Context: an optimization exercise on an open-source flow, tuned for small area. The choices shown serve that exercise and are no tape-out recipe.
Function was checked by simulation only, so behaviour that the tests miss may differ from the original.

<file path="flow/design.v">
`timescale 1ns/1ps
`default_nettype none
module mac_engine (
    input  wire [15:0] x,
    input  wire [15:0] k,
    input  wire [15:0] acc,
    output wire [15:0] y
);
    wire one1;
    wire two2;
    wire neg3;
    wire one4;
    wire two5;
    wire neg6;
    wire one7;
    wire two8;
    wire neg9;
    wire one10;
    wire two11;
    wire neg12;
    wire one13;
    wire two14;
    wire neg15;
    wire one16;
    wire two17;
    wire neg18;
    wire one19;
    wire two20;
    wire neg21;
    wire one22;
    wire two23;
    wire neg24;
    wire pp25;
    wire pp26;
    wire pp27;
    wire pp28;
    wire pp29;
    wire pp30;
    wire pp31;
    wire pp32;
    wire pp33;
    wire pp34;
    wire pp35;
    wire pp36;
    wire pp37;
    wire pp38;
    wire pp39;
    wire pp40;
    wire pp41;
    wire pp42;
    wire pp43;
    wire pp44;
    wire pp45;
    wire pp46;
    wire pp47;
    wire pp48;
    wire pp49;
    wire pp50;
    wire pp51;
    wire pp52;
    wire pp53;
    wire pp54;
    wire pp55;
    wire pp56;
    wire pp57;
    wire pp58;
    wire pp59;
    wire pp60;
    wire pp61;
    wire pp62;
    wire pp63;
    wire pp64;
    wire pp65;
    wire pp66;
    wire pp67;
    wire pp68;
    wire pp69;
    wire pp70;
    wire pp71;
    wire pp72;
    wire pp73;
    wire pp74;
    wire pp75;
    wire pp76;
    wire pp77;
    wire pp78;
    wire pp79;
    wire pp80;
    wire pp81;
    wire pp82;
    wire pp83;
    wire pp84;
    wire pp85;
    wire pp86;
    wire pp87;
    wire pp88;
    wire pp89;
    wire pp90;
    wire pp91;
    wire pp92;
    wire pp93;
    wire pp94;
    wire pp95;
    wire pp96;
    wire pp97;
    wire pp98;
    wire pp99;
    wire pp100;
    wire pp101;
    wire pp102;
    wire pp103;
    wire pp104;
    wire pp105;
    wire pp106;
    wire pp107;
    wire pp108;
    wire pp109;
    wire pp110;
    wire pp111;
    wire pp112;
    wire pp113;
    wire pp114;
    wire pp115;
    wire pp116;
    wire pp117;
    wire pp118;
    wire pp119;
    wire pp120;
    wire pp121;
    wire pp122;
    wire pp123;
    wire pp124;
    wire pp125;
    wire pp126;
    wire pp127;
    wire pp128;
    wire pp129;
    wire pp130;
    wire pp131;
    wire pp132;
    wire pp133;
    wire pp134;
    wire pp135;
    wire pp136;
    wire pp137;
    wire pp138;
    wire pp139;
    wire pp140;
    wire pp141;
    wire pp142;
    wire pp143;
    wire pp144;
    wire pp145;
    wire pp146;
    wire pp147;
    wire pp148;
    wire pp149;
    wire pp150;
    wire pp151;
    wire s152;
    wire c153;
    wire s154;
    wire c155;
    wire s156;
    wire c157;
    wire s158;
    wire c159;
    wire s160;
    wire c161;
    wire s162;
    wire c163;
    wire s164;
    wire c165;
    wire s166;
    wire c167;
    wire s168;
    wire c169;
    wire s170;
    wire c171;
    wire s172;
    wire c173;
    wire s174;
    wire c175;
    wire s176;
    wire c177;
    wire s178;
    wire c179;
    wire s180;
    wire c181;
    wire s182;
    wire c183;
    wire s184;
    wire c185;
    wire s186;
    wire c187;
    wire s188;
    wire c189;
    wire s190;
    wire c191;
    wire s192;
    wire c193;
    wire s194;
    wire c195;
    wire s196;
    wire c197;
    wire s198;
    wire c199;
    wire s200;
    wire c201;
    wire s202;
    wire c203;
    wire s204;
    wire c205;
    wire s206;
    wire c207;
    wire s208;
    wire c209;
    wire s210;
    wire c211;
    wire s212;
    wire c213;
    wire s214;
    wire c215;
    wire s216;
    wire c217;
    wire s218;
    wire c219;
    wire s220;
    wire c221;
    wire s222;
    wire c223;
    wire s224;
    wire c225;
    wire s226;
    wire c227;
    wire s228;
    wire c229;
    wire s230;
    wire c231;
    wire s232;
    wire c233;
    wire s234;
    wire c235;
    wire s236;
    wire c237;
    wire s238;
    wire c239;
    wire s240;
    wire c241;
    wire s242;
    wire c243;
    wire s244;
    wire c245;
    wire s246;
    wire c247;
    wire s248;
    wire c249;
    wire s250;
    wire c251;
    wire s252;
    wire c253;
    wire s254;
    wire c255;
    wire s256;
    wire c257;
    wire s258;
    wire c259;
    wire s260;
    wire c261;
    wire s262;
    wire c263;
    wire s264;
    wire c265;
    wire s266;
    wire c267;
    wire s268;
    wire c269;
    wire s270;
    wire c271;
    wire s272;
    wire c273;
    wire s274;
    wire c275;
    wire s276;
    wire c277;
    wire s278;
    wire c279;
    wire s280;
    wire c281;
    wire s282;
    wire c283;
    wire s284;
    wire c285;
    wire s286;
    wire c287;
    wire s288;
    wire c289;
    wire s290;
    wire c291;
    wire s292;
    wire c293;
    wire s294;
    wire c295;
    wire s296;
    wire c297;
    wire s298;
    wire c299;
    wire s300;
    wire c301;
    wire s302;
    wire c303;
    wire s304;
    wire c305;
    wire s306;
    wire c307;
    wire s308;
    wire c309;
    wire s310;
    wire c311;
    wire s312;
    wire c313;
    wire s314;
    wire c315;
    wire s316;
    wire c317;
    wire s318;
    wire c319;
    wire s320;
    wire c321;
    wire s322;
    wire c323;
    wire s324;
    wire c325;
    wire s326;
    wire c327;
    wire s328;
    wire c329;
    wire s330;
    wire c331;
    wire s332;
    wire c333;
    wire s334;
    wire c335;
    wire s336;
    wire c337;
    wire s338;
    wire c339;
    wire s340;
    wire c341;
    wire s342;
    wire c343;
    wire s344;
    wire c345;
    wire s346;
    wire c347;
    wire s348;
    wire c349;
    wire s350;
    wire c351;
    wire s352;
    wire c353;
    wire s354;
    wire c355;
    wire s356;
    wire c357;
    wire s358;
    wire c359;
    wire s360;
    wire c361;
    wire s362;
    wire c363;
    wire s364;
    wire c365;
    wire s366;
    wire c367;
    wire s368;
    wire c369;
    wire s370;
    wire c371;
    wire s372;
    wire c373;
    wire s374;
    wire c375;
    wire s376;
    wire c377;
    wire s378;
    wire c379;
    wire s380;
    wire c381;
    wire s382;
    wire c383;
    wire s384;
    wire c385;
    wire s386;
    wire c387;
    wire [25:0] ra, rb;
    assign one1 = k[0] ^ 1'b0;
    assign two2 = (k[1] & ~k[0] & ~1'b0) | (~k[1] & k[0] & 1'b0);
    assign neg3 = k[1];
    assign one4 = k[2] ^ k[1];
    assign two5 = (k[3] & ~k[2] & ~k[1]) | (~k[3] & k[2] & k[1]);
    assign neg6 = k[3];
    assign one7 = k[4] ^ k[3];
    assign two8 = (k[5] & ~k[4] & ~k[3]) | (~k[5] & k[4] & k[3]);
    assign neg9 = k[5];
    assign one10 = k[6] ^ k[5];
    assign two11 = (k[7] & ~k[6] & ~k[5]) | (~k[7] & k[6] & k[5]);
    assign neg12 = k[7];
    assign one13 = k[8] ^ k[7];
    assign two14 = (k[9] & ~k[8] & ~k[7]) | (~k[9] & k[8] & k[7]);
    assign neg15 = k[9];
    assign one16 = k[10] ^ k[9];
    assign two17 = (k[11] & ~k[10] & ~k[9]) | (~k[11] & k[10] & k[9]);
    assign neg18 = k[11];
    assign one19 = k[12] ^ k[11];
    assign two20 = (k[13] & ~k[12] & ~k[11]) | (~k[13] & k[12] & k[11]);
    assign neg21 = k[13];
    assign one22 = k[14] ^ k[13];
    assign two23 = (k[15] & ~k[14] & ~k[13]) | (~k[15] & k[14] & k[13]);
    assign neg24 = k[15];
    assign pp25 = ((one1 & x[0]) | (two2 & 1'b0)) ^ neg3;
    assign pp26 = ((one1 & x[1]) | (two2 & x[0])) ^ neg3;
    assign pp27 = ((one1 & x[2]) | (two2 & x[1])) ^ neg3;
    assign pp28 = ((one1 & x[3]) | (two2 & x[2])) ^ neg3;
    assign pp29 = ((one1 & x[4]) | (two2 & x[3])) ^ neg3;
    assign pp30 = ((one1 & x[5]) | (two2 & x[4])) ^ neg3;
    assign pp31 = ((one1 & x[6]) | (two2 & x[5])) ^ neg3;
    assign pp32 = ((one1 & x[7]) | (two2 & x[6])) ^ neg3;
    assign pp33 = ((one1 & x[8]) | (two2 & x[7])) ^ neg3;
    assign pp34 = ((one1 & x[9]) | (two2 & x[8])) ^ neg3;
    assign pp35 = ((one1 & x[10]) | (two2 & x[9])) ^ neg3;
    assign pp36 = ((one1 & x[11]) | (two2 & x[10])) ^ neg3;
    assign pp37 = ((one1 & x[12]) | (two2 & x[11])) ^ neg3;
    assign pp38 = ((one1 & x[13]) | (two2 & x[12])) ^ neg3;
    assign pp39 = ((one1 & x[14]) | (two2 & x[13])) ^ neg3;
    assign pp40 = ((one1 & x[15]) | (two2 & x[14])) ^ neg3;
    assign pp41 = ~(((one1 & x[15]) | (two2 & x[15])) ^ neg3);
    assign pp42 = ((one4 & x[0]) | (two5 & 1'b0)) ^ neg6;
    assign pp43 = ((one4 & x[1]) | (two5 & x[0])) ^ neg6;
    assign pp44 = ((one4 & x[2]) | (two5 & x[1])) ^ neg6;
    assign pp45 = ((one4 & x[3]) | (two5 & x[2])) ^ neg6;
    assign pp46 = ((one4 & x[4]) | (two5 & x[3])) ^ neg6;
    assign pp47 = ((one4 & x[5]) | (two5 & x[4])) ^ neg6;
    assign pp48 = ((one4 & x[6]) | (two5 & x[5])) ^ neg6;
    assign pp49 = ((one4 & x[7]) | (two5 & x[6])) ^ neg6;
    assign pp50 = ((one4 & x[8]) | (two5 & x[7])) ^ neg6;
    assign pp51 = ((one4 & x[9]) | (two5 & x[8])) ^ neg6;
    assign pp52 = ((one4 & x[10]) | (two5 & x[9])) ^ neg6;
    assign pp53 = ((one4 & x[11]) | (two5 & x[10])) ^ neg6;
    assign pp54 = ((one4 & x[12]) | (two5 & x[11])) ^ neg6;
    assign pp55 = ((one4 & x[13]) | (two5 & x[12])) ^ neg6;
    assign pp56 = ((one4 & x[14]) | (two5 & x[13])) ^ neg6;
    assign pp57 = ((one4 & x[15]) | (two5 & x[14])) ^ neg6;
    assign pp58 = ~(((one4 & x[15]) | (two5 & x[15])) ^ neg6);
    assign pp59 = ((one7 & x[0]) | (two8 & 1'b0)) ^ neg9;
    assign pp60 = ((one7 & x[1]) | (two8 & x[0])) ^ neg9;
    assign pp61 = ((one7 & x[2]) | (two8 & x[1])) ^ neg9;
    assign pp62 = ((one7 & x[3]) | (two8 & x[2])) ^ neg9;
    assign pp63 = ((one7 & x[4]) | (two8 & x[3])) ^ neg9;
    assign pp64 = ((one7 & x[5]) | (two8 & x[4])) ^ neg9;
    assign pp65 = ((one7 & x[6]) | (two8 & x[5])) ^ neg9;
    assign pp66 = ((one7 & x[7]) | (two8 & x[6])) ^ neg9;
    assign pp67 = ((one7 & x[8]) | (two8 & x[7])) ^ neg9;
    assign pp68 = ((one7 & x[9]) | (two8 & x[8])) ^ neg9;
    assign pp69 = ((one7 & x[10]) | (two8 & x[9])) ^ neg9;
    assign pp70 = ((one7 & x[11]) | (two8 & x[10])) ^ neg9;
    assign pp71 = ((one7 & x[12]) | (two8 & x[11])) ^ neg9;
    assign pp72 = ((one7 & x[13]) | (two8 & x[12])) ^ neg9;
    assign pp73 = ((one7 & x[14]) | (two8 & x[13])) ^ neg9;
    assign pp74 = ((one7 & x[15]) | (two8 & x[14])) ^ neg9;
    assign pp75 = ~(((one7 & x[15]) | (two8 & x[15])) ^ neg9);
    assign pp76 = ((one10 & x[0]) | (two11 & 1'b0)) ^ neg12;
    assign pp77 = ((one10 & x[1]) | (two11 & x[0])) ^ neg12;
    assign pp78 = ((one10 & x[2]) | (two11 & x[1])) ^ neg12;
    assign pp79 = ((one10 & x[3]) | (two11 & x[2])) ^ neg12;
    assign pp80 = ((one10 & x[4]) | (two11 & x[3])) ^ neg12;
    assign pp81 = ((one10 & x[5]) | (two11 & x[4])) ^ neg12;
    assign pp82 = ((one10 & x[6]) | (two11 & x[5])) ^ neg12;
    assign pp83 = ((one10 & x[7]) | (two11 & x[6])) ^ neg12;
    assign pp84 = ((one10 & x[8]) | (two11 & x[7])) ^ neg12;
    assign pp85 = ((one10 & x[9]) | (two11 & x[8])) ^ neg12;
    assign pp86 = ((one10 & x[10]) | (two11 & x[9])) ^ neg12;
    assign pp87 = ((one10 & x[11]) | (two11 & x[10])) ^ neg12;
    assign pp88 = ((one10 & x[12]) | (two11 & x[11])) ^ neg12;
    assign pp89 = ((one10 & x[13]) | (two11 & x[12])) ^ neg12;
    assign pp90 = ((one10 & x[14]) | (two11 & x[13])) ^ neg12;
    assign pp91 = ((one10 & x[15]) | (two11 & x[14])) ^ neg12;
    assign pp92 = ~(((one10 & x[15]) | (two11 & x[15])) ^ neg12);
    assign pp93 = ((one13 & x[0]) | (two14 & 1'b0)) ^ neg15;
    assign pp94 = ((one13 & x[1]) | (two14 & x[0])) ^ neg15;
    assign pp95 = ((one13 & x[2]) | (two14 & x[1])) ^ neg15;
    assign pp96 = ((one13 & x[3]) | (two14 & x[2])) ^ neg15;
    assign pp97 = ((one13 & x[4]) | (two14 & x[3])) ^ neg15;
    assign pp98 = ((one13 & x[5]) | (two14 & x[4])) ^ neg15;
    assign pp99 = ((one13 & x[6]) | (two14 & x[5])) ^ neg15;
    assign pp100 = ((one13 & x[7]) | (two14 & x[6])) ^ neg15;
    assign pp101 = ((one13 & x[8]) | (two14 & x[7])) ^ neg15;
    assign pp102 = ((one13 & x[9]) | (two14 & x[8])) ^ neg15;
    assign pp103 = ((one13 & x[10]) | (two14 & x[9])) ^ neg15;
    assign pp104 = ((one13 & x[11]) | (two14 & x[10])) ^ neg15;
    assign pp105 = ((one13 & x[12]) | (two14 & x[11])) ^ neg15;
    assign pp106 = ((one13 & x[13]) | (two14 & x[12])) ^ neg15;
    assign pp107 = ((one13 & x[14]) | (two14 & x[13])) ^ neg15;
    assign pp108 = ((one13 & x[15]) | (two14 & x[14])) ^ neg15;
    assign pp109 = ~(((one13 & x[15]) | (two14 & x[15])) ^ neg15);
    assign pp110 = ((one16 & x[0]) | (two17 & 1'b0)) ^ neg18;
    assign pp111 = ((one16 & x[1]) | (two17 & x[0])) ^ neg18;
    assign pp112 = ((one16 & x[2]) | (two17 & x[1])) ^ neg18;
    assign pp113 = ((one16 & x[3]) | (two17 & x[2])) ^ neg18;
    assign pp114 = ((one16 & x[4]) | (two17 & x[3])) ^ neg18;
    assign pp115 = ((one16 & x[5]) | (two17 & x[4])) ^ neg18;
    assign pp116 = ((one16 & x[6]) | (two17 & x[5])) ^ neg18;
    assign pp117 = ((one16 & x[7]) | (two17 & x[6])) ^ neg18;
    assign pp118 = ((one16 & x[8]) | (two17 & x[7])) ^ neg18;
    assign pp119 = ((one16 & x[9]) | (two17 & x[8])) ^ neg18;
    assign pp120 = ((one16 & x[10]) | (two17 & x[9])) ^ neg18;
    assign pp121 = ((one16 & x[11]) | (two17 & x[10])) ^ neg18;
    assign pp122 = ((one16 & x[12]) | (two17 & x[11])) ^ neg18;
    assign pp123 = ((one16 & x[13]) | (two17 & x[12])) ^ neg18;
    assign pp124 = ((one16 & x[14]) | (two17 & x[13])) ^ neg18;
    assign pp125 = ((one16 & x[15]) | (two17 & x[14])) ^ neg18;
    assign pp126 = ((one19 & x[0]) | (two20 & 1'b0)) ^ neg21;
    assign pp127 = ((one19 & x[1]) | (two20 & x[0])) ^ neg21;
    assign pp128 = ((one19 & x[2]) | (two20 & x[1])) ^ neg21;
    assign pp129 = ((one19 & x[3]) | (two20 & x[2])) ^ neg21;
    assign pp130 = ((one19 & x[4]) | (two20 & x[3])) ^ neg21;
    assign pp131 = ((one19 & x[5]) | (two20 & x[4])) ^ neg21;
    assign pp132 = ((one19 & x[6]) | (two20 & x[5])) ^ neg21;
    assign pp133 = ((one19 & x[7]) | (two20 & x[6])) ^ neg21;
    assign pp134 = ((one19 & x[8]) | (two20 & x[7])) ^ neg21;
    assign pp135 = ((one19 & x[9]) | (two20 & x[8])) ^ neg21;
    assign pp136 = ((one19 & x[10]) | (two20 & x[9])) ^ neg21;
    assign pp137 = ((one19 & x[11]) | (two20 & x[10])) ^ neg21;
    assign pp138 = ((one19 & x[12]) | (two20 & x[11])) ^ neg21;
    assign pp139 = ((one19 & x[13]) | (two20 & x[12])) ^ neg21;
    assign pp140 = ((one22 & x[0]) | (two23 & 1'b0)) ^ neg24;
    assign pp141 = ((one22 & x[1]) | (two23 & x[0])) ^ neg24;
    assign pp142 = ((one22 & x[2]) | (two23 & x[1])) ^ neg24;
    assign pp143 = ((one22 & x[3]) | (two23 & x[2])) ^ neg24;
    assign pp144 = ((one22 & x[4]) | (two23 & x[3])) ^ neg24;
    assign pp145 = ((one22 & x[5]) | (two23 & x[4])) ^ neg24;
    assign pp146 = ((one22 & x[6]) | (two23 & x[5])) ^ neg24;
    assign pp147 = ((one22 & x[7]) | (two23 & x[6])) ^ neg24;
    assign pp148 = ((one22 & x[8]) | (two23 & x[7])) ^ neg24;
    assign pp149 = ((one22 & x[9]) | (two23 & x[8])) ^ neg24;
    assign pp150 = ((one22 & x[10]) | (two23 & x[9])) ^ neg24;
    assign pp151 = ((one22 & x[11]) | (two23 & x[10])) ^ neg24;
    assign s152 = pp39 ^ pp54;
    assign c153 = pp39 & pp54;
    assign s154 = pp40 ^ pp55;
    assign c155 = pp40 & pp55;
    assign s156 = pp41 ^ pp56 ^ pp71;
    assign c157 = (pp41 & pp56) | (pp71 & (pp41 ^ pp56));
    assign s158 = pp57 ^ pp72;
    assign c159 = pp57 & pp72;
    assign s160 = pp35 ^ pp50 ^ pp65;
    assign c161 = (pp35 & pp50) | (pp65 & (pp35 ^ pp50));
    assign s162 = pp36 ^ pp51 ^ pp66;
    assign c163 = (pp36 & pp51) | (pp66 & (pp36 ^ pp51));
    assign s164 = pp37 ^ pp52 ^ pp67;
    assign c165 = (pp37 & pp52) | (pp67 & (pp37 ^ pp52));
    assign s166 = pp82 ^ pp97 ^ pp112;
    assign c167 = (pp82 & pp97) | (pp112 & (pp82 ^ pp97));
    assign s168 = pp38 ^ pp53 ^ pp68;
    assign c169 = (pp38 & pp53) | (pp68 & (pp38 ^ pp53));
    assign s170 = pp83 ^ pp98 ^ pp113;
    assign c171 = (pp83 & pp98) | (pp113 & (pp83 ^ pp98));
    assign s172 = s152 ^ pp69 ^ pp84;
    assign c173 = (s152 & pp69) | (pp84 & (s152 ^ pp69));
    assign s174 = pp99 ^ pp114 ^ pp128;
    assign c175 = (pp99 & pp114) | (pp128 & (pp99 ^ pp114));
    assign s176 = pp140 ^ neg24;
    assign c177 = pp140 & neg24;
    assign s178 = s154 ^ pp70 ^ pp85;
    assign c179 = (s154 & pp70) | (pp85 & (s154 ^ pp70));
    assign s180 = pp100 ^ pp115 ^ pp129;
    assign c181 = (pp100 & pp115) | (pp129 & (pp100 ^ pp115));
    assign s182 = pp141 ^ acc[5] ^ c153;
    assign c183 = (pp141 & acc[5]) | (c153 & (pp141 ^ acc[5]));
    assign s184 = s156 ^ pp86 ^ pp101;
    assign c185 = (s156 & pp86) | (pp101 & (s156 ^ pp86));
    assign s186 = pp116 ^ pp130 ^ pp142;
    assign c187 = (pp116 & pp130) | (pp142 & (pp116 ^ pp130));
    assign s188 = 1'b1 ^ acc[6] ^ c155;
    assign c189 = (1'b1 & acc[6]) | (c155 & (1'b1 ^ acc[6]));
    assign s190 = s158 ^ pp87 ^ pp102;
    assign c191 = (s158 & pp87) | (pp102 & (s158 ^ pp87));
    assign s192 = pp117 ^ pp131 ^ pp143;
    assign c193 = (pp117 & pp131) | (pp143 & (pp117 ^ pp131));
    assign s194 = 1'b1 ^ acc[7] ^ c157;
    assign c195 = (1'b1 & acc[7]) | (c157 & (1'b1 ^ acc[7]));
    assign s196 = pp58 ^ pp73 ^ pp88;
    assign c197 = (pp58 & pp73) | (pp88 & (pp58 ^ pp73));
    assign s198 = pp103 ^ pp118 ^ pp132;
    assign c199 = (pp103 & pp118) | (pp132 & (pp103 ^ pp118));
    assign s200 = pp144 ^ acc[8] ^ c159;
    assign c201 = (pp144 & acc[8]) | (c159 & (pp144 ^ acc[8]));
    assign s202 = pp74 ^ pp89 ^ pp104;
    assign c203 = (pp74 & pp89) | (pp104 & (pp74 ^ pp89));
    assign s204 = pp119 ^ pp133 ^ pp145;
    assign c205 = (pp119 & pp133) | (pp145 & (pp119 ^ pp133));
    assign s206 = 1'b1 ^ acc[9];
    assign c207 = 1'b1 & acc[9];
    assign s208 = pp75 ^ pp90 ^ pp105;
    assign c209 = (pp75 & pp90) | (pp105 & (pp75 ^ pp90));
    assign s210 = pp120 ^ pp134 ^ pp146;
    assign c211 = (pp120 & pp134) | (pp146 & (pp120 ^ pp134));
    assign s212 = pp91 ^ pp106 ^ pp121;
    assign c213 = (pp91 & pp106) | (pp121 & (pp91 ^ pp106));
    assign s214 = pp135 ^ pp147;
    assign c215 = pp135 & pp147;
    assign s216 = pp92 ^ pp107 ^ pp122;
    assign c217 = (pp92 & pp107) | (pp122 & (pp92 ^ pp107));
    assign s218 = pp108 ^ pp123;
    assign c219 = pp108 & pp123;
    assign s220 = pp31 ^ pp46;
    assign c221 = pp31 & pp46;
    assign s222 = pp32 ^ pp47;
    assign c223 = pp32 & pp47;
    assign s224 = pp33 ^ pp48 ^ pp63;
    assign c225 = (pp33 & pp48) | (pp63 & (pp33 ^ pp48));
    assign s226 = pp78 ^ pp93;
    assign c227 = pp78 & pp93;
    assign s228 = pp34 ^ pp49 ^ pp64;
    assign c229 = (pp34 & pp49) | (pp64 & (pp34 ^ pp49));
    assign s230 = pp79 ^ pp94;
    assign c231 = pp79 & pp94;
    assign s232 = s160 ^ pp80 ^ pp95;
    assign c233 = (s160 & pp80) | (pp95 & (s160 ^ pp80));
    assign s234 = pp110 ^ neg18 ^ acc[0];
    assign c235 = (pp110 & neg18) | (acc[0] & (pp110 ^ neg18));
    assign s236 = s162 ^ pp81 ^ pp96;
    assign c237 = (s162 & pp81) | (pp96 & (s162 ^ pp81));
    assign s238 = pp111 ^ acc[1] ^ c161;
    assign c239 = (pp111 & acc[1]) | (c161 & (pp111 ^ acc[1]));
    assign s240 = s164 ^ s166 ^ pp126;
    assign c241 = (s164 & s166) | (pp126 & (s164 ^ s166));
    assign s242 = neg21 ^ acc[2] ^ c163;
    assign c243 = (neg21 & acc[2]) | (c163 & (neg21 ^ acc[2]));
    assign s244 = s168 ^ s170 ^ pp127;
    assign c245 = (s168 & s170) | (pp127 & (s168 ^ s170));
    assign s246 = acc[3] ^ c165 ^ c167;
    assign c247 = (acc[3] & c165) | (c167 & (acc[3] ^ c165));
    assign s248 = s172 ^ s174 ^ s176;
    assign c249 = (s172 & s174) | (s176 & (s172 ^ s174));
    assign s250 = acc[4] ^ c169 ^ c171;
    assign c251 = (acc[4] & c169) | (c171 & (acc[4] ^ c169));
    assign s252 = s178 ^ s180 ^ s182;
    assign c253 = (s178 & s180) | (s182 & (s178 ^ s180));
    assign s254 = c173 ^ c175 ^ c177;
    assign c255 = (c173 & c175) | (c177 & (c173 ^ c175));
    assign s256 = s184 ^ s186 ^ s188;
    assign c257 = (s184 & s186) | (s188 & (s184 ^ s186));
    assign s258 = c179 ^ c181 ^ c183;
    assign c259 = (c179 & c181) | (c183 & (c179 ^ c181));
    assign s260 = s190 ^ s192 ^ s194;
    assign c261 = (s190 & s192) | (s194 & (s190 ^ s192));
    assign s262 = c185 ^ c187 ^ c189;
    assign c263 = (c185 & c187) | (c189 & (c185 ^ c187));
    assign s264 = s196 ^ s198 ^ s200;
    assign c265 = (s196 & s198) | (s200 & (s196 ^ s198));
    assign s266 = c191 ^ c193 ^ c195;
    assign c267 = (c191 & c193) | (c195 & (c191 ^ c193));
    assign s268 = s202 ^ s204 ^ s206;
    assign c269 = (s202 & s204) | (s206 & (s202 ^ s204));
    assign s270 = c197 ^ c199 ^ c201;
    assign c271 = (c197 & c199) | (c201 & (c197 ^ c199));
    assign s272 = s208 ^ s210 ^ acc[10];
    assign c273 = (s208 & s210) | (acc[10] & (s208 ^ s210));
    assign s274 = c203 ^ c205 ^ c207;
    assign c275 = (c203 & c205) | (c207 & (c203 ^ c205));
    assign s276 = s212 ^ s214 ^ 1'b1;
    assign c277 = (s212 & s214) | (1'b1 & (s212 ^ s214));
    assign s278 = acc[11] ^ c209 ^ c211;
    assign c279 = (acc[11] & c209) | (c211 & (acc[11] ^ c209));
    assign s280 = s216 ^ pp136 ^ pp148;
    assign c281 = (s216 & pp136) | (pp148 & (s216 ^ pp136));
    assign s282 = acc[12] ^ c213 ^ c215;
    assign c283 = (acc[12] & c213) | (c215 & (acc[12] ^ c213));
    assign s284 = s218 ^ pp137 ^ pp149;
    assign c285 = (s218 & pp137) | (pp149 & (s218 ^ pp137));
    assign s286 = 1'b1 ^ acc[13] ^ c217;
    assign c287 = (1'b1 & acc[13]) | (c217 & (1'b1 ^ acc[13]));
    assign s288 = pp109 ^ pp124 ^ pp138;
    assign c289 = (pp109 & pp124) | (pp138 & (pp109 ^ pp124));
    assign s290 = pp150 ^ acc[14] ^ c219;
    assign c291 = (pp150 & acc[14]) | (c219 & (pp150 ^ acc[14]));
    assign s292 = pp125 ^ pp139 ^ pp151;
    assign c293 = (pp125 & pp139) | (pp151 & (pp125 ^ pp139));
    assign s294 = 1'b1 ^ acc[15];
    assign c295 = 1'b1 & acc[15];
    assign s296 = pp29 ^ pp44;
    assign c297 = pp29 & pp44;
    assign s298 = pp30 ^ pp45;
    assign c299 = pp30 & pp45;
    assign s300 = s220 ^ pp61 ^ pp76;
    assign c301 = (s220 & pp61) | (pp76 & (s220 ^ pp61));
    assign s302 = s222 ^ pp62 ^ pp77;
    assign c303 = (s222 & pp62) | (pp77 & (s222 ^ pp62));
    assign s304 = s224 ^ s226 ^ neg15;
    assign c305 = (s224 & s226) | (neg15 & (s224 ^ s226));
    assign s306 = s228 ^ s230 ^ c225;
    assign c307 = (s228 & s230) | (c225 & (s228 ^ s230));
    assign s308 = s232 ^ s234 ^ c229;
    assign c309 = (s232 & s234) | (c229 & (s232 ^ s234));
    assign s310 = s236 ^ s238 ^ c233;
    assign c311 = (s236 & s238) | (c233 & (s236 ^ s238));
    assign s312 = s240 ^ s242 ^ c237;
    assign c313 = (s240 & s242) | (c237 & (s240 ^ s242));
    assign s314 = s244 ^ s246 ^ c241;
    assign c315 = (s244 & s246) | (c241 & (s244 ^ s246));
    assign s316 = s248 ^ s250 ^ c245;
    assign c317 = (s248 & s250) | (c245 & (s248 ^ s250));
    assign s318 = s252 ^ s254 ^ c249;
    assign c319 = (s252 & s254) | (c249 & (s252 ^ s254));
    assign s320 = s256 ^ s258 ^ c253;
    assign c321 = (s256 & s258) | (c253 & (s256 ^ s258));
    assign s322 = s260 ^ s262 ^ c257;
    assign c323 = (s260 & s262) | (c257 & (s260 ^ s262));
    assign s324 = s264 ^ s266 ^ c261;
    assign c325 = (s264 & s266) | (c261 & (s264 ^ s266));
    assign s326 = s268 ^ s270 ^ c265;
    assign c327 = (s268 & s270) | (c265 & (s268 ^ s270));
    assign s328 = s272 ^ s274 ^ c269;
    assign c329 = (s272 & s274) | (c269 & (s272 ^ s274));
    assign s330 = s276 ^ s278 ^ c273;
    assign c331 = (s276 & s278) | (c273 & (s276 ^ s278));
    assign s332 = s280 ^ s282 ^ c277;
    assign c333 = (s280 & s282) | (c277 & (s280 ^ s282));
    assign s334 = s284 ^ s286 ^ c281;
    assign c335 = (s284 & s286) | (c281 & (s284 ^ s286));
    assign s336 = s288 ^ s290 ^ c285;
    assign c337 = (s288 & s290) | (c285 & (s288 ^ s290));
    assign s338 = s292 ^ s294 ^ c289;
    assign c339 = (s292 & s294) | (c289 & (s292 ^ s294));
    assign s340 = pp27 ^ pp42;
    assign c341 = pp27 & pp42;
    assign s342 = pp28 ^ pp43;
    assign c343 = pp28 & pp43;
    assign s344 = s296 ^ pp59 ^ neg9;
    assign c345 = (s296 & pp59) | (neg9 & (s296 ^ pp59));
    assign s346 = s298 ^ pp60 ^ c297;
    assign c347 = (s298 & pp60) | (c297 & (s298 ^ pp60));
    assign s348 = s300 ^ neg12 ^ c299;
    assign c349 = (s300 & neg12) | (c299 & (s300 ^ neg12));
    assign s350 = s302 ^ c221 ^ c301;
    assign c351 = (s302 & c221) | (c301 & (s302 ^ c221));
    assign s352 = s304 ^ c223 ^ c303;
    assign c353 = (s304 & c223) | (c303 & (s304 ^ c223));
    assign s354 = s306 ^ c227 ^ c305;
    assign c355 = (s306 & c227) | (c305 & (s306 ^ c227));
    assign s356 = s308 ^ c231 ^ c307;
    assign c357 = (s308 & c231) | (c307 & (s308 ^ c231));
    assign s358 = s310 ^ c235 ^ c309;
    assign c359 = (s310 & c235) | (c309 & (s310 ^ c235));
    assign s360 = s312 ^ c239 ^ c311;
    assign c361 = (s312 & c239) | (c311 & (s312 ^ c239));
    assign s362 = s314 ^ c243 ^ c313;
    assign c363 = (s314 & c243) | (c313 & (s314 ^ c243));
    assign s364 = s316 ^ c247 ^ c315;
    assign c365 = (s316 & c247) | (c315 & (s316 ^ c247));
    assign s366 = s318 ^ c251 ^ c317;
    assign c367 = (s318 & c251) | (c317 & (s318 ^ c251));
    assign s368 = s320 ^ c255 ^ c319;
    assign c369 = (s320 & c255) | (c319 & (s320 ^ c255));
    assign s370 = s322 ^ c259 ^ c321;
    assign c371 = (s322 & c259) | (c321 & (s322 ^ c259));
    assign s372 = s324 ^ c263 ^ c323;
    assign c373 = (s324 & c263) | (c323 & (s324 ^ c263));
    assign s374 = s326 ^ c267 ^ c325;
    assign c375 = (s326 & c267) | (c325 & (s326 ^ c267));
    assign s376 = s328 ^ c271 ^ c327;
    assign c377 = (s328 & c271) | (c327 & (s328 ^ c271));
    assign s378 = s330 ^ c275 ^ c329;
    assign c379 = (s330 & c275) | (c329 & (s330 ^ c275));
    assign s380 = s332 ^ c279 ^ c331;
    assign c381 = (s332 & c279) | (c331 & (s332 ^ c279));
    assign s382 = s334 ^ c283 ^ c333;
    assign c383 = (s334 & c283) | (c333 & (s334 ^ c283));
    assign s384 = s336 ^ c287 ^ c335;
    assign c385 = (s336 & c287) | (c335 & (s336 ^ c287));
    assign s386 = s338 ^ c291 ^ c337;
    assign c387 = (s338 & c291) | (c337 & (s338 ^ c291));
    assign ra = {s386, s384, s382, s380, s378, s376, s374, s372, s370, s368, s366, s364, s362, s360, s358, s356, s354, s352, s350, s348, s346, s344, s342, s340, pp26, pp25};
    assign rb = {c385, c383, c381, c379, c377, c375, c373, c371, c369, c367, c365, c363, c361, c359, c357, c355, c353, c351, c349, c347, c345, c343, c341, neg6, 1'b0, neg3};
    wire g388;
    wire p389;
    wire g390;
    wire p391;
    wire g392;
    wire p393;
    wire g394;
    wire p395;
    wire g396;
    wire p397;
    wire g398;
    wire p399;
    wire g400;
    wire p401;
    wire g402;
    wire p403;
    wire g404;
    wire p405;
    wire g406;
    wire p407;
    wire G408;
    wire P409;
    wire G410;
    wire P411;
    wire G412;
    wire P413;
    wire G414;
    wire P415;
    wire G416;
    wire P417;
    wire G418;
    wire P419;
    wire G420;
    wire P421;
    wire G422;
    wire P423;
    wire G424;
    wire P425;
    wire g426;
    wire p427;
    wire g428;
    wire p429;
    wire g430;
    wire p431;
    wire g432;
    wire p433;
    wire g434;
    wire p435;
    wire g436;
    wire p437;
    wire g438;
    wire p439;
    wire g440;
    wire p441;
    wire g442;
    wire p443;
    wire g444;
    wire p445;
    wire g446;
    wire p447;
    wire g448;
    wire p449;
    wire g450;
    wire p451;
    wire g452;
    wire p453;
    wire g454;
    wire p455;
    wire g456;
    wire p457;
    wire G458;
    wire P459;
    wire G460;
    wire P461;
    wire G462;
    wire P463;
    wire G464;
    wire P465;
    wire G466;
    wire P467;
    wire G468;
    wire P469;
    wire G470;
    wire P471;
    wire G472;
    wire P473;
    wire G474;
    wire P475;
    wire G476;
    wire P477;
    wire G478;
    wire P479;
    wire G480;
    wire P481;
    wire G482;
    wire P483;
    wire G484;
    wire P485;
    wire G486;
    wire P487;
    wire G488;
    wire P489;
    wire G490;
    wire P491;
    wire G492;
    wire P493;
    wire G494;
    wire P495;
    wire G496;
    wire P497;
    wire G498;
    wire P499;
    wire G500;
    wire P501;
    wire G502;
    wire P503;
    wire G504;
    wire P505;
    wire G506;
    wire P507;
    wire G508;
    wire P509;
    wire G510;
    wire P511;
    assign g388 = ra[0] & rb[0];
    assign p389 = ra[0] | rb[0];
    assign g390 = ra[1] & rb[1];
    assign p391 = ra[1] | rb[1];
    assign g392 = ra[2] & rb[2];
    assign p393 = ra[2] | rb[2];
    assign g394 = ra[3] & rb[3];
    assign p395 = ra[3] | rb[3];
    assign g396 = ra[4] & rb[4];
    assign p397 = ra[4] | rb[4];
    assign g398 = ra[5] & rb[5];
    assign p399 = ra[5] | rb[5];
    assign g400 = ra[6] & rb[6];
    assign p401 = ra[6] | rb[6];
    assign g402 = ra[7] & rb[7];
    assign p403 = ra[7] | rb[7];
    assign g404 = ra[8] & rb[8];
    assign p405 = ra[8] | rb[8];
    assign g406 = ra[9] & rb[9];
    assign p407 = ra[9] | rb[9];
    assign G408 = g390 | (p391 & g388);
    assign P409 = p391 & p389;
    assign G410 = g396 | (p397 & g394);
    assign P411 = p397 & p395;
    assign G412 = G410 | (P411 & g392);
    assign P413 = P411 & p393;
    assign G414 = G412 | (P413 & G408);
    assign P415 = P413 & P409;
    assign G416 = g400 | (p401 & g398);
    assign P417 = p401 & p399;
    assign G418 = g406 | (p407 & g404);
    assign P419 = p407 & p405;
    assign G420 = G418 | (P419 & g402);
    assign P421 = P419 & p403;
    assign G422 = G420 | (P421 & G416);
    assign P423 = P421 & P417;
    assign G424 = G422 | (P423 & G414);
    assign P425 = P423 & P415;
    assign g426 = ra[10] & rb[10];
    assign p427 = ra[10] ^ rb[10];
    assign g428 = ra[11] & rb[11];
    assign p429 = ra[11] ^ rb[11];
    assign g430 = ra[12] & rb[12];
    assign p431 = ra[12] ^ rb[12];
    assign g432 = ra[13] & rb[13];
    assign p433 = ra[13] ^ rb[13];
    assign g434 = ra[14] & rb[14];
    assign p435 = ra[14] ^ rb[14];
    assign g436 = ra[15] & rb[15];
    assign p437 = ra[15] ^ rb[15];
    assign g438 = ra[16] & rb[16];
    assign p439 = ra[16] ^ rb[16];
    assign g440 = ra[17] & rb[17];
    assign p441 = ra[17] ^ rb[17];
    assign g442 = ra[18] & rb[18];
    assign p443 = ra[18] ^ rb[18];
    assign g444 = ra[19] & rb[19];
    assign p445 = ra[19] ^ rb[19];
    assign g446 = ra[20] & rb[20];
    assign p447 = ra[20] ^ rb[20];
    assign g448 = ra[21] & rb[21];
    assign p449 = ra[21] ^ rb[21];
    assign g450 = ra[22] & rb[22];
    assign p451 = ra[22] ^ rb[22];
    assign g452 = ra[23] & rb[23];
    assign p453 = ra[23] ^ rb[23];
    assign g454 = ra[24] & rb[24];
    assign p455 = ra[24] ^ rb[24];
    assign g456 = ra[25] & rb[25];
    assign p457 = ra[25] ^ rb[25];
    assign G458 = g426 | (p427 & G424);
    assign P459 = p427 & 1'b0;
    assign G460 = g430 | (p431 & g428);
    assign P461 = p431 & p429;
    assign G462 = g434 | (p435 & g432);
    assign P463 = p435 & p433;
    assign G464 = g438 | (p439 & g436);
    assign P465 = p439 & p437;
    assign G466 = g442 | (p443 & g440);
    assign P467 = p443 & p441;
    assign G468 = g446 | (p447 & g444);
    assign P469 = p447 & p445;
    assign G470 = g450 | (p451 & g448);
    assign P471 = p451 & p449;
    assign G472 = g454 | (p455 & g452);
    assign P473 = p455 & p453;
    assign G474 = G460 | (P461 & G458);
    assign P475 = P461 & P459;
    assign G476 = G464 | (P465 & G462);
    assign P477 = P465 & P463;
    assign G478 = G468 | (P469 & G466);
    assign P479 = P469 & P467;
    assign G480 = G472 | (P473 & G470);
    assign P481 = P473 & P471;
    assign G482 = G476 | (P477 & G474);
    assign P483 = P477 & P475;
    assign G484 = G480 | (P481 & G478);
    assign P485 = P481 & P479;
    assign G486 = G484 | (P485 & G482);
    assign P487 = P485 & P483;
    assign G488 = G478 | (P479 & G482);
    assign P489 = P479 & P483;
    assign G490 = G462 | (P463 & G474);
    assign P491 = P463 & P475;
    assign G492 = G466 | (P467 & G482);
    assign P493 = P467 & P483;
    assign G494 = G470 | (P471 & G488);
    assign P495 = P471 & P489;
    assign G496 = g428 | (p429 & G458);
    assign P497 = p429 & P459;
    assign G498 = g432 | (p433 & G474);
    assign P499 = p433 & P475;
    assign G500 = g436 | (p437 & G490);
    assign P501 = p437 & P491;
    assign G502 = g440 | (p441 & G482);
    assign P503 = p441 & P483;
    assign G504 = g444 | (p445 & G492);
    assign P505 = p445 & P493;
    assign G506 = g448 | (p449 & G488);
    assign P507 = p449 & P489;
    assign G508 = g452 | (p453 & G494);
    assign P509 = p453 & P495;
    assign G510 = g456 | (p457 & G486);
    assign P511 = p457 & P487;
    assign y = {(p457 ^ G486), (p455 ^ G508), (p453 ^ G494), (p451 ^ G506), (p449 ^ G488), (p447 ^ G504), (p445 ^ G492), (p443 ^ G502), (p441 ^ G482), (p439 ^ G500), (p437 ^ G490), (p435 ^ G498), (p433 ^ G474), (p431 ^ G496), (p429 ^ G458), (p427 ^ G424)};
endmodule
`default_nettype wire
`timescale 1ns/1ps
`default_nettype none
module cim_node #(
    parameter logic [1:0] NODE_ID = 2'd0
) (
    input  logic clk,
    input  logic rst_n,
    input  logic [3:0] bus_op,
    input  logic [47:0] bus_data,
    input  logic [1:0] bus_target_or_sender,
    output logic [3:0] bus_out_op,
    output logic [47:0] bus_out_data,
    output logic [1:0] bus_out_target_or_sender,
    output logic bus_drive,
    output logic is_ready
);
    logic to_me;
    logic op_load_start;
    logic op_load;
    logic op_send;
    logic op_par_start;
    logic op_par;
    assign to_me = (bus_target_or_sender == NODE_ID);
    assign op_load_start = (bus_op == 4'd1);
    assign op_load = (bus_op == 4'd2);
    assign op_send = (bus_op == 4'd3) & to_me;
    assign op_par_start = (bus_op == 4'd5);
    assign op_par = (bus_op == 4'd6) & to_me;
    assign bus_out_target_or_sender = NODE_ID;
    logic [5:0] par_ptr;
    logic [1:0] par_lane;
    logic [15:0] lane_data;
    logic [15:0] kern [8];
    logic [15:0] bias;
    always_comb begin
        case (par_lane)
            2'd1: lane_data = bus_data[31:16];
            2'd2: lane_data = bus_data[47:32];
            default: lane_data = bus_data[15:0];
        endcase
    end
    always_ff @(posedge clk) begin
        if (op_par_start) begin
            par_ptr <= bus_data[5:0];
            par_lane <= 2'd0;
        end else if (op_par) begin
            par_ptr <= par_ptr + 6'd1;
            par_lane <= (par_lane == 2'd2) ? 2'd0 : par_lane + 2'd1;
        end
    end
    always_ff @(posedge clk) begin
        for (int j = 0; j < 8; j++) begin
            if (op_par && par_ptr == 6'(j)) kern[j] <= lane_data;
        end
        if (op_par && par_ptr == 6'd8) bias <= lane_data;
    end
    logic [4:0] wcnt;
    logic [7:0] ksel;
    logic [15:0] k_cur;
    logic [15:0] acc;
    logic [15:0] acc_base;
    logic [15:0] acc_next;
    logic [15:0] x_in;
    always_ff @(posedge clk) begin
        if (op_load_start) begin
            wcnt <= '0;
        end else if (op_load) begin
            wcnt <= wcnt + 5'd1;
        end
    end
    always_comb begin
        for (int j = 0; j < 8; j++) ksel[j] = (wcnt[2:0] == 3'(j));
        k_cur = '0;
        for (int j = 0; j < 8; j++) k_cur = k_cur | (kern[j] & {16{ksel[j]}});
    end
    assign acc_base = (op_load & ksel[0]) ? bias : acc;
    assign x_in = bus_data[15:0] & {16{op_load}};
    mac_engine u_mac (
        .x(x_in),
        .k(k_cur),
        .acc(acc_base),
        .y(acc_next)
    );
    always_ff @(posedge clk) begin
        acc <= acc_next;
    end
    logic [1:0] phase;
    logic [15:0] ring [4];
    logic ins_pend;
    logic ins;
    logic ready;
    assign ins = ins_pend & (phase == wcnt[4:3]);
    always_ff @(posedge clk) begin
        ring[0] <= ring[1];
        ring[1] <= ring[2];
        ring[2] <= ring[3];
        ring[3] <= ins ? acc : ring[0];
    end
    always_ff @(posedge clk) begin
        if (!rst_n) begin
            phase <= 2'd0;
            ins_pend <= 1'b0;
            ready <= 1'b0;
        end else begin
            phase <= phase + 2'd1;
            if (op_load && wcnt[2:0] == 3'd7) begin
                ins_pend <= 1'b1;
            end else if (ins) begin
                ins_pend <= 1'b0;
            end
            if (op_load_start) begin
                ready <= 1'b0;
            end else if (ins && wcnt[4:3] == 2'd0) begin
                ready <= 1'b1;
            end
        end
    end
    assign is_ready = ready;
    logic send_pend;
    logic [1:0] send_phase;
    logic lane1_on;
    logic lane0_on;
    logic send_fire;
    assign send_fire = send_pend & (phase == send_phase);
    always_ff @(posedge clk) begin
        if (op_send) begin
            send_phase <= bus_data[1:0] + bus_data[17:16] + 2'd1;
            lane1_on <= bus_data[17];
            lane0_on <= bus_data[17] & bus_data[16];
        end
    end
    always_ff @(posedge clk) begin
        if (!rst_n) begin
            send_pend <= 1'b0;
            bus_drive <= 1'b0;
        end else begin
            bus_drive <= send_fire;
            if (op_send) begin
                send_pend <= 1'b1;
            end else if (send_fire) begin
                send_pend <= 1'b0;
            end
        end
    end
    assign bus_out_op = {1'b0, bus_drive, 2'b00};
    assign bus_out_data = {ring[2], ring[1] & {16{lane1_on}}, ring[0] & {16{lane0_on}}};
endmodule
`default_nettype wire
</file>
<file path="flow/run.sh">
#!/bin/bash
# synth_recipe.tcl (not shown) runs the flow's synth.tcl, then flattens the netlist and writes it again
# the make line also repeats each setting of config.mk as NAME=value (left out here)
make -C /OpenROAD-flow-scripts/flow DESIGN_CONFIG=/design/flow/config.mk WORK_HOME=/design/flow/orfs CLKGATE_MAP_FILE= SYNTH_SCRIPT=/design/flow/synth_recipe.tcl finish
</file>
<file path="flow/config.mk">
export PLATFORM = sky130hd
export DESIGN_NAME = cim_node
export DESIGN_NICKNAME = cim_node
export VERILOG_FILES = /design/flow/design.v
export SDC_FILE = /design/flow/constraint.sdc
export NUM_CORES = 4
export LEC_CHECK = 0
export ABC_AREA = 1
export CAP_MARGIN = 20
export CORE_MARGIN = 2
export CORE_UTILIZATION = 40
export PLACE_DENSITY = 0.6
export SLEW_MARGIN = 20
</file>
<file path="flow/constraint.sdc">
create_clock -name core_clock -period 10.0 [get_ports {clk}]
set_input_delay 2.0000 -clock core_clock [delete_from_list [all_inputs] [get_ports {clk}]]
set_output_delay 2.0000 -clock core_clock [all_outputs]
set_load 0.01 [all_outputs]
</file>
==> results of run 1 <==
[registers in the layout, summed over array words and instances (netlist names)]
signal	count
kern	128
phase	2
send_phase	2
bus_drive	1
par_ptr	6
ring	64
ins_pend	1
par_lane	2
lane0_on	1
send_pend	1
acc	16
lane1_on	1
bias	16
ready	1
wcnt	5
[worst reg2reg max path, delay by kind of cell, from the launching register on]
family | cells | cell delay, ps
DFF | 1 | 310
adders and majority gates | 8 | 3800
xor gates and xnor gates | 2 | 370
buffers and inverters | 5 | 820
AOI/OAI and AO/OA | 4 | 870
and+or+nand+nor | 10 | 1790
[through the flow]
| step | cells | instance area (sq um) |
|---|---|---|
| floorplan | 1623 | 15600 |
| CTS | 2230 | 17800 |
| global placement | 2184 | 17000 |
| global route | 2233 | 17900 |
| finish | 2233 | 17900 |
| detailed placement | 2184 | 17000 |
[cell usage after synthesis (6+ instances only)]
cell type,count
sky130_fd_sc_hd__nor2_2,6
sky130_fd_sc_hd__nor2_1,98
sky130_fd_sc_hd__inv_2,20
sky130_fd_sc_hd__nand4_1,6
sky130_fd_sc_hd__o21ai_0,51
sky130_fd_sc_hd__xor2_1,123
sky130_fd_sc_hd__o22ai_1,54
sky130_fd_sc_hd__xnor2_1,10
sky130_fd_sc_hd__buf_6,10
sky130_fd_sc_hd__edfxtp_1,154
sky130_fd_sc_hd__clkbuf_1,23
sky130_fd_sc_hd__a31oi_1,17
sky130_fd_sc_hd__nand2_2,15
sky130_fd_sc_hd__nand3_1,56
sky130_fd_sc_hd__buf_2,15
sky130_fd_sc_hd__o21ai_2,11
sky130_fd_sc_hd__o22ai_2,40
sky130_fd_sc_hd__a21oi_1,17
sky130_fd_sc_hd__ha_1,47
sky130_fd_sc_hd__nand2_1,360
sky130_fd_sc_hd__buf_1,12
sky130_fd_sc_hd__fa_1,101
sky130_fd_sc_hd__buf_4,15
sky130_fd_sc_hd__dfxtp_1,93
sky130_fd_sc_hd__inv_1,210
[cells by family (layout without fill, tap and decap cells)]
logic type	count (synthesis)	after routing
compound gates	215	215
xor+xnor	133	133
fa+ha+maj	148	148
buf+inv	309	400
flops	247	247
other cells	1	6
simple gates	566	566
[cells in the final DEF, fill, tap and decap left out, types with 9 or more instances in the layout]
cell type                         instances
sky130_fd_sc_hd__a21oi_1                 17
sky130_fd_sc_hd__a31oi_1                 15
sky130_fd_sc_hd__buf_4                   12
sky130_fd_sc_hd__clkbuf_16               26
sky130_fd_sc_hd__clkdlybuf4s50_1        106
sky130_fd_sc_hd__dfxtp_1                 93
sky130_fd_sc_hd__edfxtp_1               154
sky130_fd_sc_hd__fa_1                   101
sky130_fd_sc_hd__ha_1                    46
sky130_fd_sc_hd__inv_1                  210
sky130_fd_sc_hd__inv_2                   20
sky130_fd_sc_hd__nand2_1                360
sky130_fd_sc_hd__nand2_2                 15
sky130_fd_sc_hd__nand3_1                 56
sky130_fd_sc_hd__nor2_1                  91
sky130_fd_sc_hd__nor2_2                   9
sky130_fd_sc_hd__nor2_4                   9
sky130_fd_sc_hd__o21ai_0                 51
sky130_fd_sc_hd__o21ai_2                 11
sky130_fd_sc_hd__o22ai_1                 54
sky130_fd_sc_hd__o22ai_2                 40
sky130_fd_sc_hd__xnor2_1                 10
sky130_fd_sc_hd__xor2_1                 123
[metal layers]
metal	track usage (%)	part of all wire (%)	wire (microns)	up-vias
li1	-	-	-	5376
met1	27.5	46	18500	5379
met2	33.0	46	18600	338
met3	3.03	5.7	2320	69
met4	5.65	3.0	1240	0
met5	0	0	0	-
[final cells by class]
type                            count  area, sq um
Inverter                          234          886
Clock buffer                       33          707
Sequential cell                   247         6490
Antenna cell                        1         2.50
Timing Repair Buffer              120         1170
Fill cell                        3675        20700
Clock inverter                     13          143
Tap cell                          518          648
Multi-Input combinational cell   1067         7850
[worst paths after layout]
path / start / to / slack, ps / cells past startpoint
min: ring[3][11] / ring[2][11] / 320 / 0
min reg2reg: ring[3][11] / ring[2][11] / 320 / 0
max: bus_op[1] / acc[14] / 1680 / 25
max reg2reg: wcnt[2] / acc[14] / 1940 / 29
==> summary.md, run 1 <==
| Metric | Value |
|---|---|
| Area contributors post-synth | `sky130_fd_sc_hd__edfxtp_1 30%, sky130_fd_sc_hd__fa_1 13%, sky130_fd_sc_hd__dfxtp_1 12%` |
| Number of vias per cell after detailed routing | `~5.0` |
| Worst-Margin Slew | `1070 ps` |
| Combinational family with the most area after synthesis | `adder cells` |
| Number of different library cells in the post-synthesis netlist | `52` |
| DRC violation count after routing | `0` |
| Number of H-tree levels | `1` |
| Proportion of synthesized area in mux cells | `0%` |
| Worst skew pair latency | `approximately 560 ps` |
| Violation count after the first detailed-routing iteration | `between 700 and 800` |
| Peak Freq | `between 100 and 150 MHz` |
| Critical path start-end classification | `input pin to flop` |
| Library cell used as clock root buffer | `sky130_fd_sc_hd__clkbuf_16` |
| TritonCTS clock tree | `built` |
| Vias in the first global route | `approximately 11000` |
| Post-synthesis sequential element count | `approximately 250` |
| Max stage delay cell, worst path | `sky130_fd_sc_hd__fa_1` |
| Core area | `a little under 40000 sq um` |
| Worst slack, placed | `~1100 ps` |
| Total Routed Length | `slightly above 40 mm` |
| Post-synth EDFFs | `about 150` |
| Initial antenna violation count | `2` |
| Share of synthesized area occupied by flip-flops and latches | `between 40% and 50%` |
| Crit path DAT | `8760 ps` |
| Antenna violation net count after detailed routing | `0` |
| Min cycle time layout | `8320 ps` |
| Cells after Synth | `roughly 1600` |
| Cell mode on critical path | `sky130_fd_sc_hd__fa_1` |
| Async set-reset flop share out of synthesis | `0%` |
| I/O Buffers | `about 110` |
| Overall die area | `about 40000 sq um` |
| Hold crit path type | `flop to flop` |
| Post-route setup TNS | `0 ps` |
| Skew final | `~16 ps` |
| Endpoint type of the worst setup path | `flop` |
| Adder-cell share of the synthesized area | `~17%` |
| TritonCTS buffer count | `26` |
| Number of buffers inserted by post-CTS setup repair | `0` |
| Compound-gate portion of the synthesized area | `between 10% and 20%` |
| Clock buffer depth | `3` |
| Max Fanout on Critical Path | `19` |
| Slowest Stage Delay on Critical Path | `around 560 ps` |
| Critical path required time | `~10000 ps` |
| Number of slew-limit violations in the final report | `0` |
| Clk sink count | `247` |
| Post-synth top area share | `around 30%` |
| Max-cap check violation count | `0` |
| Residual overflow from global routing | `0` |
| Kind of cell with the highest combined delay on the critical path | `adder cells` |
| NumNets Final | `1900` |
| Die Y-Extent | `slightly above 200 microns` |
| Ys flop type | `sky130_fd_sc_hd__edfxtp_1` |
| Status | `no timing/DRC/antenna violations` |
| Post-cts repair resize count | `0` |
| Final weighted congestion in routability-driven placement | `between 0.8 and 0.9` |
| Post-Syn Area per Cell | `around 9.6 sq um` |
| Vias post-DR | `around 11000` |
| # IOs | `about 110` |
| Yosys synthesis warning count | `3` |
| Area Growth Syn to Fin | `14.9%` |
| Remaining max-slew budget at the tightest pin | `28.6%` |
| Synth Area in Simple Gates | `15.4%` |
| Number of rows in the core area | `between 70 and 80` |
| Xor/xnor share of the synthesized area | `roughly 7.5%` |
| Post-CTS Hold Fix Bufs | `0` |
| Final setup slack of the worst path | `1680 ps` |
| Launching element type of the critical path | `input pin` |
| Final core utilization | `46.4%` |
| Floorplan die width | `201 microns` |
| Count of endpoints failing setup in the final report | `0` |
| Pin count of the biggest net entering global routing | `33` |
| 1st-pass router iterations | `7` |
| Worst hold margin | `around 320 ps` |
| Register clock-pin slew on the reported worst setup and hold paths | `about 60 ps` |
| Cell area after technology mapping | `around 16000 sq um` |
| Buffering stage count on the worst path with inverters included | `5` |
| Dominant cell type by area after synthesis | `sky130_fd_sc_hd__edfxtp_1` |
| Crit share post-route | `83.2%` |
| Detailed-route wire length per cell | `roughly 18 microns` |
| Final Hold Viols | `0` |
| Post-detail-place hpwl | `a little over 30 mm` |
| Wire length of the first global-routing pass | `about 63 mm` |
| Starting density of the core | `40.4%` |
| Fraction of final layout cells with drive strength greater than 1 | `10.6%` |
| Total global-route track usage | `about 20%` |
| RSZ-0062 raised after global routing | `no` |
==> run 2: changes to the inputs <==
==> flow/flow/run.sh (new file) <==
#!/bin/bash
# Own flow: the standard layout (standard.sh, unchanged synthesis), with
# small port buffers and a clock tree of smaller buffers without dummy loads.
# Every input and output port still gets its buffer; the clock still reaches
# the registers only through clock buffers.
set -euo pipefail
here=$(pwd)
log=$here/flow_make.log
CTS="-sink_clustering_enable -repair_clock_nets -dont_use_dummy_load"
CTS="$CTS -buf_list sky130_fd_sc_hd__clkbuf_8"
CTS="$CTS -sink_clustering_size 16 -sink_clustering_max_diameter 80"
bash standard.sh \
  "BUFFER_PORTS_ARGS=-buffer_cell sky130_fd_sc_hd__buf_1" \
  "CTS_ARGS=$CTS" \
  finish > "$log" 2>&1
test -f out/final.def
==> flow/standard.sh (new file) <==
#!/bin/bash
# synth_recipe.tcl (not shown) runs the flow's synth.tcl, then flattens the netlist and writes it again
# the make line also repeats each setting of config.mk as NAME=value (left out here)
make -C /OpenROAD-flow-scripts/flow DESIGN_CONFIG=/design/flow/config.mk WORK_HOME=/design/flow/orfs CLKGATE_MAP_FILE= SYNTH_SCRIPT=/design/flow/synth_recipe.tcl "${@:-finish}"
--- a/flow/config.mk
+++ b/flow/config.mk
@@ -7,7 +7,7 @@
 export LEC_CHECK = 0
 export ABC_AREA = 1
-export CAP_MARGIN = 20
+export CAP_MARGIN = 0
 export CORE_MARGIN = 2
-export CORE_UTILIZATION = 40
-export PLACE_DENSITY = 0.6
-export SLEW_MARGIN = 20
+export CORE_UTILIZATION = 60
+export PLACE_DENSITY = 0.75
+export SLEW_MARGIN = 0
removed: flow/run.sh
==> run 2 against run 1 <==
  * Sequential share of layout area grew 3.5 points
  * Highest routed layer is now met5
  * First-iteration DRC count grew 56%
  * Clock-buffer cell count shrank 14
  * Register-to-register slack lost 400 ps
  * Hold slack gained 7.0 ps
  * Utilization grew 18 points
  * Still clean on timing, DRC and antenna
  * Fmax shrank 1.7%
  * Critical path type is now flop to flop
  * Die area shrank 33%
==> summary.md, run 2 <==
| Metric | Value |
|---|---|
| Status | `no timing/DRC/antenna violations` |
| Clk sink count | `247 (unchanged)` |
| Buffering stage count on the worst path with inverters included | `6 (+1)` |
| Skew final | `28.0 ps (+12.4 ps)` |
| Antenna violation net count after detailed routing | `0 (unchanged)` |
| Number of H-tree levels | `1 (unchanged)` |
| Cell mode on critical path | `sky130_fd_sc_hd__nand2_1` |
| Worst-Margin Slew | `1190 ps (+120 ps)` |
| Area Growth Syn to Fin | `4.86%` |
| TritonCTS buffer count | `19 (-27%)` |
| Vias in the first global route | `10800 (-2.3%)` |
| Number of buffers inserted by post-CTS setup repair | `0 (unchanged)` |
| Yosys synthesis warning count | `3 (unchanged)` |
| Total inserted antenna cells | `0 (-1)` |
| Clock buffer depth | `3 (unchanged)` |
| Final core utilization | `64.5% (+18 points)` |
| Worst skew pair latency | `550 ps (about the same)` |
| Initial antenna violation count | `1 (-1)` |
| # IOs | `112 (unchanged)` |
| TritonCTS clock tree | `built` |
| Residual overflow from global routing | `0 (unchanged)` |
| Post-detail-place hpwl | `29.3 mm (-3.1%)` |
| Register with the most flip-flops | `kern` |
| Post-synthesis sequential element count | `247 (unchanged)` |
| Post-route setup TNS | `0 ps (unchanged)` |
| Number of vias per cell after detailed routing | `5.59 (+12%)` |
| Slowest Stage Delay on Critical Path | `930 ps (+370 ps)` |
| Async set-reset flop share out of synthesis | `0% (unchanged)` |
| Peak Freq | `118 MHz (-1.7%)` |
| Fraction of final layout cells with drive strength greater than 1 | `9.03% (-1.5 points)` |
| Total Routed Length | `38.8 mm (-4.5%)` |
| Max Fanout on Critical Path | `19 (unchanged)` |
| Biggest regs | `kern (128), ring (64)` |
| Register clock-pin slew on the reported worst setup and hold paths | `100 ps (+40 ps)` |
| Post-cts repair resize count | `0 (unchanged)` |
| Dominant cell type by area after synthesis | `sky130_fd_sc_hd__edfxtp_1` |
| Most common library cell in the layout ignoring fill and taps | `sky130_fd_sc_hd__nand2_1` |
| Wire length of the first global-routing pass | `59.8 mm (-5.4%)` |
| I/O Buffers | `106 (unchanged)` |
| Leading cell type by number of instances after synthesis | `sky130_fd_sc_hd__nand2_1` |
| 1st-pass router iterations | `6 (-1)` |
| Post-CTS Hold Fix Bufs | `0 (unchanged)` |
| Area contributors post-synth | `sky130_fd_sc_hd__edfxtp_1 30%, sky130_fd_sc_hd__fa_1 13%, sky130_fd_sc_hd__dfxtp_1 12%` |
| Max-cap check violation count | `0 (unchanged)` |
| Number of slew-limit violations in the final report | `0 (unchanged)` |
| NumNets Final | `1889 (-0.58%)` |
| Endpoint type of the worst setup path | `flop` |
| Number of rows in the core area | `58 (-19%)` |
| Starting density of the core | `61.5% (+21 points)` |
| Overall die area | `27300 sq um (-33%)` |
| Largest register FFs | `128 (unchanged)` |
| Max stage delay cell, worst path | `sky130_fd_sc_hd__dfxtp_1` |
| Startpoint of the tightest hold check path | `ring[3][11]` |
| Total global-route track usage | `29.1% (+9.0 points)` |
| Critical Path Start | `wcnt[2]` |
| Post-synth top area share | `29.7% (unchanged)` |
| Endpoint, Worst Hold | `ring[2][11]` |
| Share of synthesized area occupied by flip-flops and latches | `41.7% (unchanged)` |
| Kind of cell with the highest combined delay on the critical path | `adder cells` |
| Hold Path Cell Cnt | `0 (unchanged)` |
| RSZ-0062 raised after global routing | `no` |
| Pin count of the biggest net entering global routing | `33 (unchanged)` |
| Ys flop type | `sky130_fd_sc_hd__edfxtp_1` |
| Reg-to-Reg End | `acc[14]` |
| Area of combinational cells with multiple inputs | `7810 sq um (-0.56%)` |
| Final weighted congestion in routability-driven placement | `0.971 (+8.0%)` |
| Crit path DAT | `8880 ps (+120 ps)` |
| Count of endpoints failing setup in the final report | `0 (unchanged)` |
| Min cycle time layout | `8460 ps (+141 ps)` |
| Critical path required time | `10410 ps (-30 ps)` |
| Post-synth EDFFs | `154 (unchanged)` |
| Register-to-register setup slack | `1540 ps (-400 ps)` |
| Commonest cells after routing, fill and taps aside | `360 x sky130_fd_sc_hd__nand2_1, 210 x sky130_fd_sc_hd__inv_1, 154 x sky130_fd_sc_hd__edfxtp_1, 123 x sky130_fd_sc_hd__xor2_1, 106 x sky130_fd_sc_hd__buf_1` |
| Post-Syn Area per Cell | `9.62 sq um (unchanged)` |
| Violation count after the first detailed-routing iteration | `1235 (+56%)` |
| Crit share post-route | `84.6% (+1.4 points)` |
| Filler cells | `2080 (-43%)` |
| Library cell used as clock root buffer | `sky130_fd_sc_hd__clkbuf_8` |
| Number of different library cells in the post-synthesis netlist | `52 (unchanged)` |
| Top cells by instance count after synthesis | `360 x sky130_fd_sc_hd__nand2_1, 210 x sky130_fd_sc_hd__inv_1, 154 x sky130_fd_sc_hd__edfxtp_1` |
| Detailed-route wire length per cell | `19.3 microns (+5.9%)` |
| Cell area after technology mapping | `15600 sq um (unchanged)` |
| Core area | `25300 sq um (-34%)` |
| Launching element type of the critical path | `flop` |
| Vias post-DR | `11300 (+0.82%)` |
| Die Y-Extent | `165 microns (-18%)` |
| DRC violation count after routing | `0 (unchanged)` |
| Cell depth of the worst flop-to-flop path | `30 (+3.4%)` |
| Launch point of the worst reg-to-reg path | `wcnt[2]` |
| Floorplan die width | `165 microns (-18%)` |
| Final Hold Viols | `0 (unchanged)` |
| Hold crit path type | `flop to flop` |
| Cells after Synth | `1619 (unchanged)` |
| Sequential cell area | `6490 sq um (unchanged)` |
| Critical path start-end classification | `flop to flop` |
| Remaining max-slew budget at the tightest pin | `20.3% (-8.3 points)` |
-- run 2: worst max-delay path by stage --
stage	slack [ps]	cells past startpoint	end
2_1_floorplan	2440	25	acc[14]
5_1_grt	1130	30	acc[14]
4_1_cts	1590	30	acc[14]
3_5_place_dp	1460	25	acc[14]
3_3_place_gp	1620	25	acc[14]
6_report	1540	30	acc[14]
-- run 2: layout make-up --
cell class	instances	area share, %
Clock buffer	19	1.60
Inverter	234	5.42
Multi-Input combinational cell	1067	47.8
Sequential cell	247	39.7
Tap cell	330	2.53
Timing Repair Buffer	116	2.90
-- run 2: worst register-to-register path, delay by kind of cell, from the launching register on --
kind | cells | cell delay, ps
AOI/OAI and AO/OA | 5 | 1440
xor gates and xnor gates | 2 | 390
adders and majority gates | 7 | 3280
buffers and inverters | 6 | 1030
DFF | 1 | 930
and+or+nand+nor | 10 | 1250
-- run 2: cells by family (layout without fill, tap and decap cells) --
kind of cell	after synthesis	in the layout	synth area share [%]
buffers and inverters	309	369	8.46
flip-flops	247	247	41.7
other	1	5	0.0241
AND/OR/NAND/NOR	566	566	15.4
adder cells (fa/ha/maj)	148	148	16.8
XOR/XNOR	133	133	7.48
AO/OA/AOI/OAI	215	215	10.3
-- run 2: routing by layer --
metal	wire (microns)	vias to the layer above	track usage, %
li1	-	5323	-
met2	18600	476	49.3
met5	13	-	0
met3	2820	65	3.32
met1	16300	5388	39.8
met4	1140	2	8.58
-- run 2: stage by stage --
stage	std cells	setup slack, ps	hold slack [ps]	cell area, sq um
after floorplan	1623	2440	310	15600
after global placement	1994	1620	311	16100
after detailed placement	1994	1460	314	16100
after CTS	2013	1590	333	16300
after global routing	2013	1130	339	16300
final	2013	1540	332	16300

-- what the ideal ports hide --
How much do the figures lean on ideal ports? The routed layouts below were timed once more, with nothing changed but the port constraints.
Step 1 (the two cells are an assumption about what drives the block):
set clk [get_ports {clk}]
set_driving_cell -lib_cell sky130_fd_sc_hd__clkbuf_16 $clk
set_driving_cell -lib_cell sky130_fd_sc_hd__buf_2 [delete_from_list [all_inputs] $clk]
Step 2, shift: input delay + t, output delay - t, t = (earliest + latest rising clock arrival at the registers) / 2. This alone moves slack from input paths to output paths.
Slacks: ideal / step 1 / step 2; pairs: ideal / step 1.
run | t, ns | setup slack, ns | hold WS [ns] | clock arrival spread, ns | worst slew at a driven data input, ns
run 1 | 0.601 | 1.677 / 1.692 / 1.091 | 0.325 / 0.325 / 0.325 | 0.016 / 0.016 | 0.08
run 2 | 0.575 | 1.536 / 1.536 / 1.468 | 0.332 / 0.332 / 0.332 | 0.029 / 0.029 | 0.04
After both steps setup and hold are still met in every run listed. The setup slack of run 1, which loses most, moves by +0.015 ns with the drivers and by -0.586 ns with both steps.
